Source: an optimization exercise on an open RTL-to-GDS flow (aim: a short achievable clock period and few clock cycles per item). Production flows keep margins and buffers that such runs may drop.
Only simulation tests tie the RTL to the original design; equivalence was not proved.
Power figures rest on the tool's default switching activity, not on a simulated workload.

==> flow/design.v <==
`timescale 1ns/1ps
package mips_pkg;
    typedef logic [32-1:0] word_t;
    typedef logic [5-1:0] reg_idx_t;
    typedef enum logic [1:0] {
        ALU_ADD = 2'd0,
        ALU_SUB = 2'd1,
        ALU_OR  = 2'd2,
        ALU_LUI = 2'd3
    } alu_op_t;
    typedef enum logic [1:0] {
        WB_ALU = 2'd0,
        WB_MEM = 2'd1,
        WB_PC8 = 2'd2
    } wb_src_t;
    typedef struct packed {
        alu_op_t  alu_op;
        logic     b_is_imm;
        logic     zero_ext;
        logic     mem_we;
        logic     reg_we;
        wb_src_t  wb_src;
        reg_idx_t dest;
    } ctrl_t;
    typedef struct packed {
        word_t instr;
        word_t pc;
    } fd_t;
    typedef struct packed {
        word_t pc;
        ctrl_t ctrl;
        word_t rs_val;
        word_t rt_val;
        word_t imm32;
    } de_t;
    typedef struct packed {
        word_t pc;
        ctrl_t ctrl;
        word_t alu_res;
        word_t rt_val;
    } em_t;
    typedef struct packed {
        word_t pc;
        ctrl_t ctrl;
        word_t alu_res;
        word_t mem_rdata;
    } mw_t;
endpackage
`timescale 1ns/1ps
module pipe_reg #(
    parameter int W = 1
) (
    input  logic         clk,
    input  logic         reset,
    input  logic         hold,
    input  logic         bubble,
    input  logic [W-1:0] d,
    output logic [W-1:0] q
);
    always_ff @(posedge clk) begin
        if (reset || bubble) begin
            q <= '0;
        end else if (!hold) begin
            q <= d;
        end
    end
endmodule
`timescale 1ns/1ps
module fetch_unit (
    input  logic            clk,
    input  logic            reset,
    input  logic            stall,
    input  logic            redirect,
    input  mips_pkg::word_t target,
    output mips_pkg::word_t pc,
    output mips_pkg::word_t pc_plus_4
);
    assign pc_plus_4 = pc + 32'd4;
    always_ff @(posedge clk) begin
        if (reset) begin
            pc <= 32'h0000_3000;
        end else if (!stall) begin
            if (redirect) begin
                pc <= target;
            end else begin
                pc <= pc_plus_4;
            end
        end
    end
endmodule
`timescale 1ns/1ps
module reg_file (
    input  logic               clk,
    input  logic               reset,
    input  mips_pkg::reg_idx_t rs_idx,
    input  mips_pkg::reg_idx_t rt_idx,
    output mips_pkg::word_t    rs_val,
    output mips_pkg::word_t    rt_val,
    input  logic               wr_we,
    input  mips_pkg::reg_idx_t wr_dest,
    input  mips_pkg::word_t    wr_data
);
    logic [31:0] regs [1:31];
    always_ff @(posedge clk) begin
        if (reset) begin
            for (int i = 1; i < 32; i++) begin
                regs[i] <= '0;
            end
        end else if (wr_we) begin
            regs[wr_dest] <= wr_data;
        end
    end
    assign rs_val = (rs_idx == '0) ? '0 : regs[rs_idx];
    assign rt_val = (rt_idx == '0) ? '0 : regs[rt_idx];
endmodule
`timescale 1ns/1ps
module decode_unit (
    input  mips_pkg::fd_t      fd,
    input  logic               ex_we,
    input  mips_pkg::reg_idx_t ex_dest,
    input  mips_pkg::word_t    ex_data,
    input  logic               ex_ready,
    input  logic               mem_we,
    input  mips_pkg::reg_idx_t mem_dest,
    input  mips_pkg::word_t    mem_data,
    input  logic               mem_ready,
    input  logic               wb_we,
    input  mips_pkg::reg_idx_t wb_dest,
    input  mips_pkg::word_t    wb_data,
    input  logic               wb_ready,
    output mips_pkg::reg_idx_t rs_idx,
    output mips_pkg::reg_idx_t rt_idx,
    input  mips_pkg::word_t    rs_val,
    input  mips_pkg::word_t    rt_val,
    output logic               stall,
    output logic               redirect,
    output mips_pkg::word_t    target,
    output mips_pkg::de_t      de
);
    logic [5:0]  opcode;
    logic [5:0]  funct;
    logic [15:0] imm16;
    mips_pkg::word_t       pc_plus_4;
    mips_pkg::word_t       imm32;
    mips_pkg::word_t       branch_target;
    mips_pkg::word_t       jump_target;
    mips_pkg::ctrl_t       ctrl;
    logic        is_branch;
    logic        is_jump;
    logic        branch_eq;
    mips_pkg::reg_idx_t    src_idx [2];
    mips_pkg::word_t       src_reg [2];
    mips_pkg::word_t       src_val [2];
    logic        src_used [2];
    logic        src_wait [2];
    assign opcode    = fd.instr[31:26];
    assign funct     = fd.instr[5:0];
    assign imm16     = fd.instr[15:0];
    assign rs_idx    = fd.instr[25:21];
    assign rt_idx    = fd.instr[20:16];
    assign pc_plus_4 = fd.pc + 32'd4;
    always_comb begin
        ctrl        = '0;
        is_branch   = 1'b0;
        is_jump     = 1'b0;
        src_used[0] = 1'b0;
        src_used[1] = 1'b0;
        case (opcode)
            6'h00: begin
                if (funct == 6'h21 || funct == 6'h23) begin
                    ctrl.alu_op = (funct == 6'h23) ? mips_pkg::ALU_SUB : mips_pkg::ALU_ADD;
                    ctrl.reg_we = 1'b1;
                    ctrl.dest   = fd.instr[15:11];
                    src_used[0] = 1'b1;
                    src_used[1] = 1'b1;
                end
            end
            6'h0d, 6'h0f: begin
                ctrl.alu_op   = (opcode == 6'h0f) ? mips_pkg::ALU_LUI : mips_pkg::ALU_OR;
                ctrl.b_is_imm = 1'b1;
                ctrl.zero_ext = 1'b1;
                ctrl.reg_we   = 1'b1;
                ctrl.dest     = rt_idx;
                src_used[0]   = (opcode == 6'h0d);
            end
            6'h23: begin
                ctrl.b_is_imm = 1'b1;
                ctrl.reg_we   = 1'b1;
                ctrl.wb_src   = mips_pkg::WB_MEM;
                ctrl.dest     = rt_idx;
                src_used[0]   = 1'b1;
            end
            6'h2b: begin
                ctrl.b_is_imm = 1'b1;
                ctrl.mem_we   = 1'b1;
                src_used[0]   = 1'b1;
                src_used[1]   = 1'b1;
            end
            6'h04: begin
                is_branch   = 1'b1;
                src_used[0] = 1'b1;
                src_used[1] = 1'b1;
            end
            6'h02: is_jump = 1'b1;
            6'h03: begin
                is_jump     = 1'b1;
                ctrl.reg_we = 1'b1;
                ctrl.wb_src = mips_pkg::WB_PC8;
                ctrl.dest   = 5'd31;
            end
            default: ;
        endcase
    end
    assign imm32 = ctrl.zero_ext ? {16'h0000, imm16} : {{16{imm16[15]}}, imm16};
    assign src_idx[0] = rs_idx;
    assign src_idx[1] = rt_idx;
    assign src_reg[0] = rs_val;
    assign src_reg[1] = rt_val;
    always_comb begin
        for (int i = 0; i < 2; i++) begin
            src_val[i]  = src_reg[i];
            src_wait[i] = 1'b0;
            if (ex_we && ex_dest == src_idx[i]) begin
                src_val[i]  = ex_data;
                src_wait[i] = !ex_ready;
            end else if (mem_we && mem_dest == src_idx[i]) begin
                src_val[i]  = mem_data;
                src_wait[i] = !mem_ready;
            end else if (wb_we && wb_dest == src_idx[i]) begin
                src_val[i]  = wb_data;
                src_wait[i] = !wb_ready;
            end
        end
    end
    assign stall = (src_used[0] && src_wait[0]) || (src_used[1] && src_wait[1]);
    assign branch_eq     = (src_val[0] == src_val[1]);
    assign branch_target = pc_plus_4 + {imm32[29:0], 2'b00};
    assign jump_target   = {pc_plus_4[31:28], fd.instr[25:0], 2'b00};
    assign redirect = is_jump || (is_branch && branch_eq && !src_wait[0] && !src_wait[1]);
    assign target   = is_jump ? jump_target : branch_target;
    assign de = {fd.pc, ctrl, src_val[0], src_val[1], imm32};
endmodule
`timescale 1ns/1ps
module execute_unit (
    input  mips_pkg::de_t de,
    output logic               ex_we,
    output mips_pkg::reg_idx_t ex_dest,
    output mips_pkg::word_t    ex_data,
    output logic               ex_ready,
    output mips_pkg::em_t em
);
    mips_pkg::word_t alu_b;
    mips_pkg::word_t alu_out;
    logic  is_link;
    assign alu_b = de.ctrl.b_is_imm ? de.imm32 : de.rt_val;
    always_comb begin
        case (de.ctrl.alu_op)
            mips_pkg::ALU_ADD: alu_out = de.rs_val + alu_b;
            mips_pkg::ALU_SUB: alu_out = de.rs_val - alu_b;
            mips_pkg::ALU_OR:  alu_out = de.rs_val | alu_b;
            mips_pkg::ALU_LUI: alu_out = {alu_b[15:0], 16'h0000};
            default: alu_out = '0;
        endcase
    end
    assign is_link = (de.ctrl.wb_src == mips_pkg::WB_PC8);
    assign ex_we    = de.ctrl.reg_we && (de.ctrl.dest != '0);
    assign ex_dest  = de.ctrl.dest;
    assign ex_data  = is_link ? de.pc + 32'd8 : alu_out;
    assign ex_ready = is_link;
    assign em = {de.pc, de.ctrl, alu_out, de.rt_val};
endmodule
`timescale 1ns/1ps
module mem_writeback (
    input  logic               clk,
    input  logic               reset,
    input  mips_pkg::em_t      em,
    output logic               mem_we,
    output mips_pkg::reg_idx_t mem_dest,
    output mips_pkg::word_t    mem_data,
    output logic               mem_ready,
    output logic               wb_res_we,
    output mips_pkg::reg_idx_t wb_dest,
    output mips_pkg::word_t    wb_res_data,
    output logic               wb_ready,
    input  mips_pkg::word_t    m_data_rdata,
    output mips_pkg::word_t    m_data_addr,
    output mips_pkg::word_t    m_data_wdata,
    output mips_pkg::word_t    m_inst_addr,
    output logic [3:0]         m_data_byteen,
    output logic               w_grf_we,
    output mips_pkg::reg_idx_t w_grf_addr,
    output mips_pkg::word_t    w_grf_wdata,
    output mips_pkg::word_t    w_inst_addr
);
    mips_pkg::mw_t   mw_d;
    mips_pkg::mw_t   mw;
    mips_pkg::word_t wb_data;
    logic  wb_we;
    assign m_data_addr   = em.alu_res;
    assign m_data_wdata  = em.rt_val;
    assign m_inst_addr   = em.pc;
    assign m_data_byteen = {4{em.ctrl.mem_we}};
    assign mem_we    = em.ctrl.reg_we && (em.ctrl.dest != '0);
    assign mem_dest  = em.ctrl.dest;
    assign mem_data  = (em.ctrl.wb_src == mips_pkg::WB_PC8) ? em.pc + 32'd8 : em.alu_res;
    assign mem_ready = (em.ctrl.wb_src != mips_pkg::WB_MEM);
    assign mw_d = {em.pc, em.ctrl, em.alu_res, m_data_rdata};
    pipe_reg #(.W($bits(mw_d))) u_mw_reg (
        .clk    (clk),
        .reset  (reset),
        .hold   (1'b0),
        .bubble (1'b0),
        .d      (mw_d),
        .q      (mw)
    );
    always_comb begin
        case (mw.ctrl.wb_src)
            mips_pkg::WB_MEM:  wb_data = mw.mem_rdata;
            mips_pkg::WB_PC8:  wb_data = mw.pc + 32'd8;
            default: wb_data = mw.alu_res;
        endcase
    end
    assign wb_we = mw.ctrl.reg_we && (mw.ctrl.dest != '0);
    assign wb_res_we    = wb_we;
    assign wb_dest  = mw.ctrl.dest;
    assign wb_res_data  = wb_data;
    assign wb_ready = 1'b1;
    assign w_grf_we    = wb_we;
    assign w_grf_addr  = mw.ctrl.dest;
    assign w_grf_wdata = wb_data;
    assign w_inst_addr = mw.pc;
endmodule
`timescale 1ns/1ps
module mips_core (
    input  logic               clk,
    input  logic               reset,
    input  mips_pkg::word_t    i_inst_rdata,
    output mips_pkg::word_t    i_inst_addr,
    input  mips_pkg::word_t    m_data_rdata,
    output mips_pkg::word_t    m_data_addr,
    output mips_pkg::word_t    m_data_wdata,
    output mips_pkg::word_t    m_inst_addr,
    output logic [3:0]         m_data_byteen,
    output logic               w_grf_we,
    output mips_pkg::reg_idx_t w_grf_addr,
    output mips_pkg::word_t    w_grf_wdata,
    output mips_pkg::word_t    w_inst_addr
);
    logic     stall;
    logic     redirect;
    mips_pkg::word_t    target;
    mips_pkg::word_t    pc;
    mips_pkg::fd_t      fd_d;
    mips_pkg::fd_t      fd_q;
    mips_pkg::reg_idx_t rs_idx;
    mips_pkg::reg_idx_t rt_idx;
    mips_pkg::word_t    rs_val;
    mips_pkg::word_t    rt_val;
    mips_pkg::de_t      de_d;
    mips_pkg::de_t      de_q;
    mips_pkg::em_t      em_d;
    mips_pkg::em_t      em_q;
    logic     ex_we, ex_ready, mem_we, mem_ready, wb_we, wb_ready;
    mips_pkg::reg_idx_t ex_dest, mem_dest, wb_dest;
    mips_pkg::word_t    ex_data, mem_data, wb_data;
    fetch_unit u_fetch (
        .clk       (clk),
        .reset     (reset),
        .stall     (stall),
        .redirect  (redirect),
        .target    (target),
        .pc        (pc),
        .pc_plus_4 ()
    );
    assign i_inst_addr = pc;
    assign fd_d = {i_inst_rdata, pc};
    pipe_reg #(.W($bits(fd_d))) u_fd_reg (
        .clk (clk), .reset (reset), .hold (stall), .bubble (1'b0), .d (fd_d), .q (fd_q)
    );
    reg_file u_reg_file (
        .clk    (clk),
        .reset  (reset),
        .rs_idx (rs_idx),
        .rt_idx (rt_idx),
        .rs_val (rs_val),
        .rt_val (rt_val),
        .wr_we   (wb_we),
        .wr_dest (wb_dest),
        .wr_data (wb_data)
    );
    decode_unit u_decode (
        .fd       (fd_q),
        .ex_we     (ex_we),
        .ex_dest   (ex_dest),
        .ex_data   (ex_data),
        .ex_ready  (ex_ready),
        .mem_we    (mem_we),
        .mem_dest  (mem_dest),
        .mem_data  (mem_data),
        .mem_ready (mem_ready),
        .wb_we     (wb_we),
        .wb_dest   (wb_dest),
        .wb_data   (wb_data),
        .wb_ready  (wb_ready),
        .rs_idx   (rs_idx),
        .rt_idx   (rt_idx),
        .rs_val   (rs_val),
        .rt_val   (rt_val),
        .stall    (stall),
        .redirect (redirect),
        .target   (target),
        .de       (de_d)
    );
    pipe_reg #(.W($bits(de_d))) u_de_reg (
        .clk (clk), .reset (reset), .hold (1'b0), .bubble (stall), .d (de_d), .q (de_q)
    );
    execute_unit u_execute (
        .de     (de_q),
        .ex_we    (ex_we),
        .ex_dest  (ex_dest),
        .ex_data  (ex_data),
        .ex_ready (ex_ready),
        .em       (em_d)
    );
    pipe_reg #(.W($bits(em_d))) u_em_reg (
        .clk (clk), .reset (reset), .hold (1'b0), .bubble (1'b0), .d (em_d), .q (em_q)
    );
    mem_writeback u_mem_wb (
        .clk           (clk),
        .reset         (reset),
        .em            (em_q),
        .mem_we        (mem_we),
        .mem_dest      (mem_dest),
        .mem_data      (mem_data),
        .mem_ready     (mem_ready),
        .wb_res_we     (wb_we),
        .wb_dest       (wb_dest),
        .wb_res_data   (wb_data),
        .wb_ready      (wb_ready),
        .m_data_rdata  (m_data_rdata),
        .m_data_addr   (m_data_addr),
        .m_data_wdata  (m_data_wdata),
        .m_inst_addr   (m_inst_addr),
        .m_data_byteen (m_data_byteen),
        .w_grf_we      (w_grf_we),
        .w_grf_addr    (w_grf_addr),
        .w_grf_wdata   (w_grf_wdata),
        .w_inst_addr   (w_inst_addr)
    );
endmodule
==> flow/run.sh <==
#!/bin/bash
# synth_recipe.tcl (not shown) runs the flow's synth.tcl, then flattens the netlist and writes it again
# the make line also repeats each setting of config.mk as NAME=value (left out here)
make -C /OpenROAD-flow-scripts/flow DESIGN_CONFIG=/design/flow/config.mk WORK_HOME=/design/flow/orfs CLKGATE_MAP_FILE= SYNTH_SCRIPT=/design/flow/synth_recipe.tcl finish
==> flow/config.mk <==
export PLATFORM = sky130hd
export DESIGN_NAME = mips_core
export DESIGN_NICKNAME = mips_core
export VERILOG_FILES = /design/flow/design.v
export SDC_FILE = /design/flow/constraint.sdc
export NUM_CORES = 4
export LEC_CHECK = 0
export CAP_MARGIN = 20
export CORE_MARGIN = 2
export CORE_UTILIZATION = 40
export SLEW_MARGIN = 20
==> flow/constraint.sdc <==
create_clock -name core_clock -period 7.0 [get_ports {clk}]
set_input_delay 1.4000 -clock core_clock [delete_from_list [all_inputs] [get_ports {clk}]]
set_output_delay 1.4000 -clock core_clock [all_outputs]
set_load 0.01 [all_outputs]
==> out/metrics.csv <==
stage;metric;value;unit
outcome;status;timing/DRC/antenna clean;
detailed_routing;Routed WL;340100;um
finish;post-route cell area;89910;um^2
grt;Tot GR Track Use;33.28;%
hold_path;Hold Path Origin;u_fd_reg.q[1];
power_and_ir_drop;net switching share of the total power;28.86;%
job;Max-cap violations;0;
sta;Setup Skew;0.06202;ns
synthesis;Synth top area share;39.20;%
detailed_routing;Antenna Nets Post-Route;0;
finish;Area Growth Syn to Fin;14.62;%
grt;initial antenna violation count;14;
cts;Bufs on Longest Clock Path;3;
power_and_ir_drop;Seq pwr share;43.6;%
detailed_routing;Avg WL per Cell;34.63;um
cts;TritonCTS clock tree;yes;
sta;Final Critical Period;6.671;ns
worst_setup_path;Worst Path Required;7.71;ns
placement;dpl cell area;84120;um^2
synthesis;post-synthesis async set-or-reset flop share;0;%
placement;Port Buf Inserts;267;
synthesis;synth top area cells;edfxtp_1, mux4_2, dfxtp_1;
worst_setup_path;Worst setup SP type;flop;
synthesis;Post-Syn Area;78440;um^2
detailed_routing;vias;63570;
worst_setup_path;Worst path slowest cell;dfxtp_4;
hold_path;Hold Path Stages;2;
hold_path;hold crit path type;flop to flop;
power_and_ir_drop;PwrDens;254.5;nW/um^2
cts;CTS HTree Levels;4;
die;initial core utilization;40.23;%
grt;first-pass GRT wire length;467900;um
sta;worst slew pin tran;1.190;ns
synthesis;Synth Instances;6945;
finish;Filler cells;17960;
power_and_ir_drop;Logic pwr share;16.5;%
sta;Rel. slew slack;20.40;%
detailed_routing;vias per std cell;6.474;
detailed_routing;Initial DRC Count;10010;
power_and_ir_drop;Clk network pwr share;39.9;%
sta;Final Hold Viols;0;
sta;period utilisation layout;95.30;%
worst_setup_path;critical path type;flop to flop;
worst_setup_path;r2r endpoint;u_fetch.pc[3];
worst_setup_path;Reg-to-Reg Start;u_de_reg.q[106];
detailed_routing;DR DRC count;0;
synthesis;register bit total from synthesis;1465;
finish;commonest non-fill, non-tap cell in the layout;nor2_1;
worst_setup_path;worst reg2reg setup slack;0.33;ns
cts;TritonCTS Buffers;164;
cts;hold_buf cts;0;
die;row cnt;162;
die;# IOs;268;
sta;setup_tns;0;ns
synthesis;Top FF cell, synth;edfxtp_1;
power_and_ir_drop;Internal Power;16.28;mW
worst_setup_path;CP max stage delay;0.41;ns
synthesis;post-synthesis sequential area ratio;50.45;%
synthesis;library cells used by synthesis;101;
placement;HPWL after detailed placement;226600;um
grt;largest net degree at the start of global routing;105;
die;Die Width;446.8;um
worst_setup_path;critical path capture point type;flop;
sta;RSZ-0062 raised after global routing;false;
cts;clk latency of the worst-skew pair;0.85;ns
hold_path;Hold EP;u_fd_reg.q[1];
worst_setup_path;CP arrival;7.39;ns
synthesis;Mapped Avg Cell Area;11.29;um^2
sta;Pins Over Slew Limit;0;
finish;Nets;7163;
cts;TritonCTS Sinks;1465;
cts;Worst-path clk slew;0.06;ns
finish;share of cells above drive strength 1;17.49;%
power_and_ir_drop;Pwr Total;22.88;mW
die;core footprint;195000;um^2
grt;grt total ovfl;0;
power_and_ir_drop;Max VDD drop;272.1;uV
detailed_routing;TritonRoute pass-1 iters;14;
cts;clk root buf;clkbuf_16;
power_and_ir_drop;Static Leak;31.14;nW
synthesis;largest area contributor in the netlist;edfxtp_1;
placement;GPL Wtd Cong;0.9813;
grt;number of global-route vias before repair;61320;
synthesis;EDFF count, synth;1024;
worst_setup_path;critical-path maximum fanout;15;
worst_setup_path;number of cells on the worst reg-to-reg path;29;
die;Total Die Area;199700;um^2
synthesis;YS warnings;13;
die;Die Height;446.8;um
sta;endpoints failing setup;0;
sta;fmax;149.9;MHz
finish;commonest cells after routing, fill and taps aside;nor2_1, edfxtp_1, mux4_2, nand2_1, dfxtp_1;
power_and_ir_drop;NetSw;6.603;mW
## critical path, delay by kind of cell, from the launching register on
family	cells	cell delay, ns
AO/OA/AOI/OAI	9	1.81
buffers and inverters	3	0.58
XOR/XNOR	1	0.15
flip-flops	1	0.41
multiplexers	3	0.93
AND/OR/NAND/NOR	11	2.06
adder cells (fa/ha/maj)	2	0.57
## worst max path at each step
| stage | start | to |
|---|---|---|
| floorplan | u_de_reg.q[106] | u_fetch.pc[8] |
| global placement | u_de_reg.q[106] | u_fetch.pc[9] |
| detailed placement | u_de_reg.q[106] | u_fetch.pc[14] |
| CTS | u_de_reg.q[106] | u_fetch.pc[3] |
| global route | u_de_reg.q[106] | u_fetch.pc[3] |
| finish | u_de_reg.q[106] | u_fetch.pc[3] |
## logic make-up after synthesis
logic type / Yosys count / share of synthesized area (%)
simple gates: 2633 / 15.16
flops: 1465 / 50.45
compound gates: 1042 / 8.889
buf+inv: 802 / 5.020
mux: 709 / 16.84
xor+xnor: 222 / 2.488
fa+ha+maj: 71 / 1.152
other cells: 1 / 0.004781
## final cells by class
cell class / instances / area [um^2] / area share, %
inverters: 98 / 370.4 / 0.4119
repair buffers: 588 / 5340 / 5.939
well taps: 2624 / 3283 / 3.652
multi-input cells: 4709 / 35640 / 39.64
diodes: 27 / 67.56 / 0.07515
flip-flops and latches: 1465 / 39610 / 44.06
clock buffers: 210 / 4451 / 4.950
clock inverters: 98 / 1145 / 1.273
## synth_stat cells (all sizes together) (12+ instances only)
cell     instances
a2111oi         12
a211o           15
a211oi          46
a21o            30
a21oi          279
a221o           13
a221oi          46
a22o            19
a22oi          106
a31oi           62
and2            31
and3           114
and4            16
buf            318
clkbuf         386
dfxtp          441
edfxtp        1024
ha              69
inv             95
mux2            18
mux2i          206
mux4           485
nand2          510
nand2b          36
nand3          140
nand4           60
nor2          1277
nor2b          205
nor3           102
nor4            38
o211ai          34
o21a            34
o21ai          160
o221ai          14
o22ai           46
o31ai           23
or2             21
or3             33
or4             17
xnor2          119
xor2           103
## through the flow
step	worst slack [ns]	instances	utilization, %	hold slack [ns]
global placement	0.1536	9480	43.13	0.4400
floorplan	0.3416	6976	-	0.4118
finish	0.3289	9819	46.11	0.4518
detailed placement	0.03567	9482	43.14	0.4404
global route	0.01554	9816	46.11	0.4728
CTS	0.06878	9790	46.01	0.4541
## per-layer routing
metal / track usage [%] / wire length (um) / share of wire [%] / vias to the layer above
met4: 18.64 / 22840 / 6.7 / 2
li1: - / - / - / 25710
met1: 44.01 / 126200 / 37 / 31940
met3: 11.15 / 47960 / 14 / 1015
met5: 0 / 11 / 0.0032 / -
met2: 47.78 / 143000 / 42 / 4899
## power by group through the flow
stage	Clock [mW]	Combinational [mW]	Sequential, mW
after floorplan	0	2.22	9.94
after global placement	0	3.63	10.1
after detailed placement	0	3.64	10.1
after CTS	9.14	3.65	9.96
after global routing	9.47	3.89	10.0
final	9.13	3.78	9.98
## state kept, by name (all words and copies together), names as in the netlist, named ones only
| signal | count |
|---|---|
| u_reg_file.regs | 1024 |
| u_de_reg.q | 126 |
| u_em_reg.q | 105 |
| u_mem_wb.u_mw_reg.q | 104 |
| u_fd_reg.q | 64 |
| u_fetch.pc | 32 |
## what timing repair did
item                       4_1_cts  5_1_grt
pin swaps                        0        4
resized for setup                2       24
buffers inserted                 0        2
setup endpoints to repair        7       32
Testbench counts, summed over its fixed seeds: cycles 56,544, instructions 48,581.

## what the ideal ports hide
The flow's constraints put no driver on any port. The routed layout listed below was extracted and timed again, unchanged, in two steps.
Step 1 (the two cells are an assumption about what drives the block):
set clk [get_ports {clk}]
set_driving_cell -lib_cell sky130_fd_sc_hd__clkbuf_16 $clk
set_driving_cell -lib_cell sky130_fd_sc_hd__buf_2 [delete_from_list [all_inputs] $clk]
Step 2, shift: input delay + t, output delay - t, t = (earliest + latest rising clock arrival at the registers) / 2. This alone moves slack from input paths to output paths.
Three values: ideal ports, drivers, drivers and shift; two values: the first two.
t (ns): 0.906
setup WS [ns]: 0.329 / 0.329 / 0.329
clock arrival spread, ns: 0.063 / 0.063
After both steps this run still meets setup and hold. The setup slack of this run moves by 0.000 ns with the drivers and by 0.000 ns with both steps.
